This design comes from an exercise in tuning for small area and a short achievable clock period on the open sky130 flow, not from production work. Only the layout flow was run in this run; the RTL was not checked for function there.

$ cat run.sh
#!/bin/bash
# synth_recipe.tcl (not shown) runs the flow's synth.tcl, then flattens the netlist and writes it again
# the make line also repeats each setting of config.mk as NAME=value (left out here)
make -C /OpenROAD-flow-scripts/flow DESIGN_CONFIG=/design/flow/config.mk WORK_HOME=/design/flow/orfs CLKGATE_MAP_FILE= SYNTH_SCRIPT=/design/flow/synth_recipe.tcl finish
$ cat config.mk
export PLATFORM = sky130hd
export DESIGN_NAME = lj_pair_top
export DESIGN_NICKNAME = lj_pair_top
export VERILOG_FILES = /design/flow/design.v
export SDC_FILE = /design/flow/constraint.sdc
export NUM_CORES = 4
export LEC_CHECK = 0
export CAP_MARGIN = 20
export CORE_MARGIN = 2
export CORE_UTILIZATION = 40
export SLEW_MARGIN = 20
$ cat constraint.sdc
create_clock -name core_clock -period 9.5 [get_ports {clk}]
set_input_delay 1.9000 -clock core_clock [delete_from_list [all_inputs] [get_ports {clk}]]
set_output_delay 1.9000 -clock core_clock [all_outputs]
set_load 0.01 [all_outputs]
$ cat design.v
`default_nettype none
package lj_pkg;
	localparam int CELL_ID_WIDTH  = 2;             
	localparam int CELL_POS_WIDTH = 6;             
	localparam int MAG_WIDTH      = 6;             
	localparam int ACC_WIDTH   = 32;               
	localparam int COUNT_WIDTH = 8;                
	localparam int CMAG_WIDTH  = 14;
	localparam int PROD_WIDTH  = CMAG_WIDTH + MAG_WIDTH;    
	localparam int FORCE_SHIFT = 6;
endpackage
`default_nettype wire
`timescale 1ns/1ns
`default_nettype none
import lj_pkg::*;
module pair_decode (
	input  logic [lj_pkg::CELL_ID_WIDTH-1:0]   hc,
	input  logic [lj_pkg::CELL_ID_WIDTH-1:0]   nc,
	input  logic [lj_pkg::CELL_POS_WIDTH-1:0]  hp,
	input  logic [lj_pkg::CELL_POS_WIDTH-1:0]  np,
	output logic                               ok,
	output logic                               neg,
	output logic [lj_pkg::MAG_WIDTH-1:0]       mag
);
	logic       up;                                
	logic       dn;                                
	logic [6:0] dp;                                
	logic       dp_neg;
	logic       dp_pos;
	always_comb begin
		up = 1'b0;
		dn = 1'b0;
		case ({hc, nc})
			4'b00_01, 4'b01_10, 4'b10_00: up = 1'b1;
			4'b00_10, 4'b01_00, 4'b10_01: dn = 1'b1;
			default: ;
		endcase
	end
	assign dp     = {1'b0, np} - {1'b0, hp};
	assign dp_neg = dp[6];
	assign dp_pos = ~dp[6] & (dp[5:0] != 6'd0);
	assign neg    = dn | (~up & dp_neg);
	assign ok     = up ? dp_neg : (dn ? dp_pos : 1'b1);
	assign mag    = neg ? (hp - np) : dp[5:0];
endmodule
`default_nettype wire
`timescale 1ns/1ns
`default_nettype none
import lj_pkg::*;
module force_execute (
	input  logic [7:0]                         tab,      
	output logic                               csign,
	output logic [lj_pkg::CMAG_WIDTH-1:0]      cmag
);
	logic [4:0]          bin;
	logic signed [15:0]  coef;
	logic signed [15:0]  coef_neg;
	assign bin = tab[4:0];
	always_comb begin
		case (tab[7:5])
			3'd0:    coef = 16'sd16000 - 16'sd255 * $signed({11'd0, bin});
			3'd1:    coef = 16'sd8000  - 16'sd200 * $signed({11'd0, bin});
			3'd2:    coef = 16'sd1800  - 16'sd60  * $signed({11'd0, bin});
			3'd3:    coef = -16'sd60   - 16'sd8   * $signed({11'd0, bin});
			3'd4:    coef = -16'sd310  - 16'sd3   * $signed({11'd0, bin});
			3'd5:    coef = -16'sd400  - 16'sd1   * $signed({11'd0, bin});
			3'd6:    coef = -16'sd300  - 16'sd2   * $signed({11'd0, bin});
			default: coef = -16'sd200  - 16'sd4   * $signed({11'd0, bin});
		endcase
	end
	assign csign = coef[15];
	assign coef_neg = -coef;
	assign cmag  = csign ? coef_neg[CMAG_WIDTH-1:0] : coef[CMAG_WIDTH-1:0];
endmodule
`default_nettype wire
`timescale 1ns/1ns
`default_nettype none
import lj_pkg::*;
module force_accumulate (
	input  logic                                clk,
	input  logic                                clr,
	input  logic                                en,
	input  logic                                s,
	input  logic                                lz,       
	input  logic [lj_pkg::PROD_WIDTH-7:0]       qh,       
	output logic [lj_pkg::ACC_WIDTH-1:0]        acc
);
	logic                         s_en;
	logic [ACC_WIDTH-1:0]         term;
	logic [ACC_WIDTH-1:0]         base;
	assign s_en = en & s;
	assign term = {{(ACC_WIDTH-PROD_WIDTH+6){s_en}}, (en ? qh : '0) ^ {(PROD_WIDTH-6){s_en}}};
	assign base = clr ? '0 : acc;
	always_ff @(posedge clk) begin
		acc <= base + term + {{(ACC_WIDTH-1){1'b0}}, s_en & lz};
	end
endmodule
`default_nettype wire
`timescale 1ns/1ns
`default_nettype none
import lj_pkg::*;
module lj_stage #(
	parameter int W   = 1,
	parameter bit ON  = 1'b1,
	parameter bit RST = 1'b0
) (
	input  logic          clk,
	input  logic          rst_n,
	input  logic [W-1:0]  d,
	output logic [W-1:0]  q
);
	generate
		if (!ON) begin : g_wire
			assign q = d;
		end else if (RST) begin : g_rst
			always_ff @(posedge clk or negedge rst_n) begin
				if (!rst_n) q <= '0;
				else        q <= d;
			end
		end else begin : g_reg
			always_ff @(posedge clk) q <= d;
		end
	endgenerate
endmodule
module lj_pair_top #(
	parameter bit B1 = 1'b1,                       
	parameter bit B2 = 1'b1,                       
	parameter bit B3 = 1'b1                        
) (
	input  logic                                   clk,
	input  logic                                   rst_n,
	input  logic                                   pair_valid,
	input  logic                                   pair_last,
	input  logic [3*lj_pkg::CELL_ID_WIDTH-1:0]     home_cell,
	input  logic [3*lj_pkg::CELL_ID_WIDTH-1:0]     nbr_cell,
	input  logic [3*lj_pkg::CELL_POS_WIDTH-1:0]    home_pos,
	input  logic [3*lj_pkg::CELL_POS_WIDTH-1:0]    nbr_pos,
	output logic                                   force_valid,
	output logic signed [lj_pkg::ACC_WIDTH-1:0]    force_x,
	output logic signed [lj_pkg::ACC_WIDTH-1:0]    force_y,
	output logic signed [lj_pkg::ACC_WIDTH-1:0]    force_z,
	output logic [lj_pkg::COUNT_WIDTH-1:0]         pair_count
);
	localparam int MW = MAG_WIDTH;
	localparam int CW = CMAG_WIDTH;
	localparam int QW = PROD_WIDTH - FORCE_SHIFT;
	logic [2:0]        ok0;
	logic [2:0]        neg0;
	logic [3*MW-1:0]   mag0;
	genvar a;
	generate
		for (a = 0; a < 3; a++) begin : g_axis
			pair_decode dec_i (
				.hc(home_cell[a*CELL_ID_WIDTH +: CELL_ID_WIDTH]),
				.nc(nbr_cell[a*CELL_ID_WIDTH +: CELL_ID_WIDTH]),
				.hp(home_pos[a*CELL_POS_WIDTH +: CELL_POS_WIDTH]),
				.np(nbr_pos[a*CELL_POS_WIDTH +: CELL_POS_WIDTH]),
				.ok(ok0[a]), .neg(neg0[a]), .mag(mag0[a*MW +: MW])
			);
		end
	endgenerate
	logic              v1, last1;
	logic [2:0]        neg1;
	logic [3*MW-1:0]   mag1;
	lj_stage #(.W(2), .RST(1'b1)) p1c (.clk(clk), .rst_n(rst_n),
		.d({pair_valid & (&ok0), pair_valid & pair_last}), .q({v1, last1}));
	lj_stage #(.W(3+3*MW)) p1d (.clk(clk), .rst_n(rst_n),
		.d({neg0, mag0}), .q({neg1, mag1}));
	logic [13:0]       r2;
	logic              en1;
	assign r2  = mag1[0 +: MW] * mag1[0 +: MW]
	           + mag1[MW +: MW] * mag1[MW +: MW]
	           + mag1[2*MW +: MW] * mag1[2*MW +: MW];
	assign en1 = v1 & (r2[13:12] == 2'b00) & (r2[11:4] != 8'd0);
	logic              en2, last2;
	logic [7:0]        tab2;
	logic [2:0]        neg2;
	logic [3*MW-1:0]   mag2;
	lj_stage #(.W(2), .ON(B1), .RST(1'b1)) p2c (.clk(clk), .rst_n(rst_n),
		.d({en1, last1}), .q({en2, last2}));
	lj_stage #(.W(8+3+3*MW), .ON(B1)) p2d (.clk(clk), .rst_n(rst_n),
		.d({r2[11:4], neg1, mag1}), .q({tab2, neg2, mag2}));
	logic              csign;
	logic [CW-1:0]     cmag;
	force_execute coef_i (.tab(tab2), .csign(csign), .cmag(cmag));
	logic              en3, last3;
	logic [2:0]        s3;
	logic [CW-1:0]     cmag3;
	logic [3*MW-1:0]   mag3;
	lj_stage #(.W(2), .ON(B2), .RST(1'b1)) p3c (.clk(clk), .rst_n(rst_n),
		.d({en2, last2}), .q({en3, last3}));
	lj_stage #(.W(3+CW+3*MW), .ON(B2)) p3d (.clk(clk), .rst_n(rst_n),
		.d({neg2 ^ {3{csign}}, cmag, mag2}), .q({s3, cmag3, mag3}));
	logic [3*QW-1:0]   qh3;
	logic [2:0]        lz3;
	generate
		for (a = 0; a < 3; a++) begin : g_mul
			logic [PROD_WIDTH-1:0] q;
			assign q = cmag3 * mag3[a*MW +: MW];
			assign qh3[a*QW +: QW] = q[PROD_WIDTH-1:FORCE_SHIFT];
			assign lz3[a]          = (q[FORCE_SHIFT-1:0] == '0);
		end
	endgenerate
	logic              en4, last4;
	logic [2:0]        s4;
	logic [2:0]        lz4;
	logic [3*QW-1:0]   qh4;
	lj_stage #(.W(2), .ON(B3), .RST(1'b1)) p4c (.clk(clk), .rst_n(rst_n),
		.d({en3, last3}), .q({en4, last4}));
	lj_stage #(.W(6+3*QW), .ON(B3)) p4d (.clk(clk), .rst_n(rst_n),
		.d({s3, lz3, qh3}), .q({s4, lz4, qh4}));
	logic              clr;
	always_ff @(posedge clk or negedge rst_n) begin
		if (!rst_n) begin
			force_valid <= 1'b0;
			clr         <= 1'b1;
		end else begin
			force_valid <= last4;
			clr         <= last4;
		end
	end
	force_accumulate acc_x (.clk(clk), .clr(clr), .en(en4), .s(s4[2]), .lz(lz4[2]),
		.qh(qh4[2*QW +: QW]), .acc(force_x));
	force_accumulate acc_y (.clk(clk), .clr(clr), .en(en4), .s(s4[1]), .lz(lz4[1]),
		.qh(qh4[QW +: QW]), .acc(force_y));
	force_accumulate acc_z (.clk(clk), .clr(clr), .en(en4), .s(s4[0]), .lz(lz4[0]),
		.qh(qh4[0 +: QW]), .acc(force_z));
	always_ff @(posedge clk) begin
		pair_count <= (clr ? '0 : pair_count) + {{(COUNT_WIDTH-1){1'b0}}, en4};
	end
endmodule
`default_nettype wire
==> results.cfg <==
[run_status]
status = complete, no violations

[synth]
synth_xor_xnor_area_share = 0.09173
yosys.area_share.simple = 0.1830
yosysTopAreaCellShare = 0.1855
syn_inst = 2957
synth_top_family_by_area = adder cells
synthMuxAreaShare = 0.005456
synth_common_cells = inv_1 (355), nand2_1 (326), ha_1 (294)
synth_flop_cell = dfxtp_1
synth_compound_area_frac = 0.1303
yosys.area.top_type = fa_1
synth_most_common_cell = inv_1
yosysWarningCount = 10
synthTopCellsByArea = fa_1 (19%), dfxtp_1 (18%), ha_1 (14%)
synthesis.area_um2 = 25680
ys_types = 82
synth_nets = 3541
async_flop_share = 0.04049
synth_edf_count = 0
synth_seq_cells = 247
synth_adder_area_share = 0.3299
yosysSeqAreaShare = 0.1945
syn_avg_cell_area_um2 = 8.686

[timing]
rsz0062_at_grt = no
setup_viol = 0
tightest_slew_ns = 0.9757
slew-limit-headroom = 0.3487
hold_violations = 0
period_minus_slack_ns = 5.753
slew_violations = 0
clock.fmax_mhz = 173.8
fin_setup_tns_ns = 0
skew_ns = 0.02343
post-route-period-util = 0.6056

[clock_tree]
postCtsSetupBuffers = 0
cts_sinks = 247
cts_tree = done
cts-resized-gates = 0
htree_levels = 1
insertion_delay_ns = 0.59
ctsLongestPathBuffers = 3
numCtsBuffers = 30
cts_hold_buf = 0
cts-root-buf = clkbuf_16
path_clk_slew_ns = 0.06

[floorplan]
die_w_um = 257.4
rows = 92
core-area_um2 = 63310
die_h_um = 257.4
pin_count = 157
start_util = 0.4057
dieArea_um2 = 66250

[critical_path]
path_max_fanout = 9
arrival_ns = 6.21
worst-setup-path-type = register to register
cp-start-kind = register
cp-end-kind = register
required_ns = 9.96

[finish]
fill_cells = 6133
diodes = 0
area_growth_pct = 13.43
layout-drive-gt1-share = 0.03073
ff_latch_area_um2 = 5000
utilization = 0.4602
design_area_um2 = 29130
nets = 3651
multi_input_area_um2 = 19020

[routing]
detail-route-antenna-nets = 0
drc = 0
drt_iter0_drc = 1036
wl_um = 59870
wl_per_cell_um = 15.21
vias_per_cell = 5.151
drtPass1Iterations = 5
vias = 20280

[placement]
gp_congestion = 0.8737
hpwl_um = 47780
port_buffers = 156
dpl_cell_area_um2 = 28050

[global_routing]
grt_pass1_wl_um = 101100
grt_pass1_vias = 20980
grt_max_degree = 63
track_usage = 0.1809
grt_overflow = 0
antenna_found_initial = 0

[worst_hold_path]
worstHoldPathType = register to register

[flow_run]
drv_cap = 0
through the flow:
| step | hold slack [ns] | setup WS, ns | std cells |
|---|---|---|---|
| 2_1_floorplan | 0.3096 | 4.130 | 2957 |
| 3_3_place_gp | 0.3126 | 3.754 | 3881 |
| 6_report | 0.3251 | 3.747 | 3937 |
| 3_5_place_dp | 0.3121 | 3.756 | 3881 |
| 4_1_cts | 0.3259 | 3.723 | 3937 |
| 5_1_grt | 0.3309 | 3.443 | 3937 |
registers in the layout, indices dropped and copies added (netlist names):
name	flops
p2d.q	29
p1c.q	2
pair_count	8
p1d.q	21
clr	1
p4d.q	48
acc_y.acc	32
p3d.q	35
force_valid	1
p4c.q	2
acc_z.acc	32
p2c.q	2
acc_x.acc	32
p3c.q	2
cells by family (layout without fill, tap and decap cells):
group                    count (synthesis)  in the layout
AO/OA/AOI/OAI                          514            514
buffers and inverters                  445            579
flip-flops                             247            247
AND/OR/NAND/NOR                        933            933
XOR/XNOR                               269            269
adder cells (fa/ha/maj)                535            535
multiplexers                            14             14
layout by cell type (no fill, tap or decap), types with 14 or more instances in the layout:
cell type	synthesis	routed
a211oi_1	31	31
a21o_1	50	50
a21oi_1	146	146
a31oi_1	28	28
and2_1	145	145
and3_1	20	20
clkbuf_16	0	31
clkdlybuf4s50_1	0	156
dfxtp_1	237	237
fa_1	238	238
ha_1	294	294
inv_1	355	355
mux2i_1	14	14
nand2_1	326	326
nand2b_1	35	35
nand3_1	53	53
nor2_1	105	105
nor2b_1	128	128
nor3_1	46	46
o211ai_1	18	18
o21a_1	17	17
o21ai_0	91	91
o21bai_1	20	20
or3_1	17	17
xnor2_1	168	168
xor2_1	101	101
layer usage:
layer,up-vias,share of wire,GRT usage
met5,-,0,0
met4,0,0.019,0.04303
met3,65,0.034,0.01606
met2,338,0.49,0.3229
met1,9889,0.46,0.2357
li1,9989,-,-
critical path, stage by stage, from the launching register on:
cell      delay, ns
dfxtp_1        0.48
nand2_1        0.13
fa_1           0.60
inv_1          0.07
fa_1           0.48
inv_1          0.05
fa_1           0.49
inv_1          0.05
fa_1           0.46
fa_1           0.53
fa_1           0.50
ha_1           0.33
inv_1          0.06
o21bai_1       0.09
a21oi_1        0.29
xnor2_1        0.12
or4_1          0.51
o41ai_1        0.33
nor2_1         0.07
layout make-up:
type | instances | area share
Clock inverter | 19 | 0.008375
Tap cell | 846 | 0.03633
Clock buffer | 37 | 0.02878
Timing Repair Buffer | 166 | 0.05618
Inverter | 357 | 0.04600
Sequential cell | 247 | 0.1716
Multi-Input combinational cell | 2265 | 0.6527
worst paths after layout:
path / from / to / slack, ns / depth (start not counted)
max in group asynchronous: rst_n / p3c.q[1] / 7.40 / 1
min reg2reg: p1d.q[18] / p2d.q[18] / 0.33 / 0
max: p1d.q[0] / p2c.q[1] / 3.75 / 18
min in group asynchronous: rst_n / force_valid / 1.70 / 1
min: p1d.q[18] / p2d.q[18] / 0.33 / 0
max reg2reg: p1d.q[0] / p2c.q[1] / 3.75 / 18

port drivers added, routing unchanged:
No port has a modelled driver above. Below, the same layout with a new extraction and two added sets of constraints.
Step 1 assumes that a clkbuf_16 drives the clock port and a buf_2 every other input.
Step 2 moves the port delays by t, midway between the first and last clock arrival at a register: inputs arrive t later, outputs are due t later. That takes back most of the time a late clock gives input paths.
Slacks: ideal ports / drivers / drivers and shift; pairs: ideal ports / drivers.
t, ns: 0.633
slack for setup (ns): 3.747 / 3.747 / 3.747
pins driven straight from the clock port: 1
After both steps setup and hold are still met in this run. For this run, drivers alone change the setup slack by 0.000 ns; drivers and shift together by 0.000 ns.
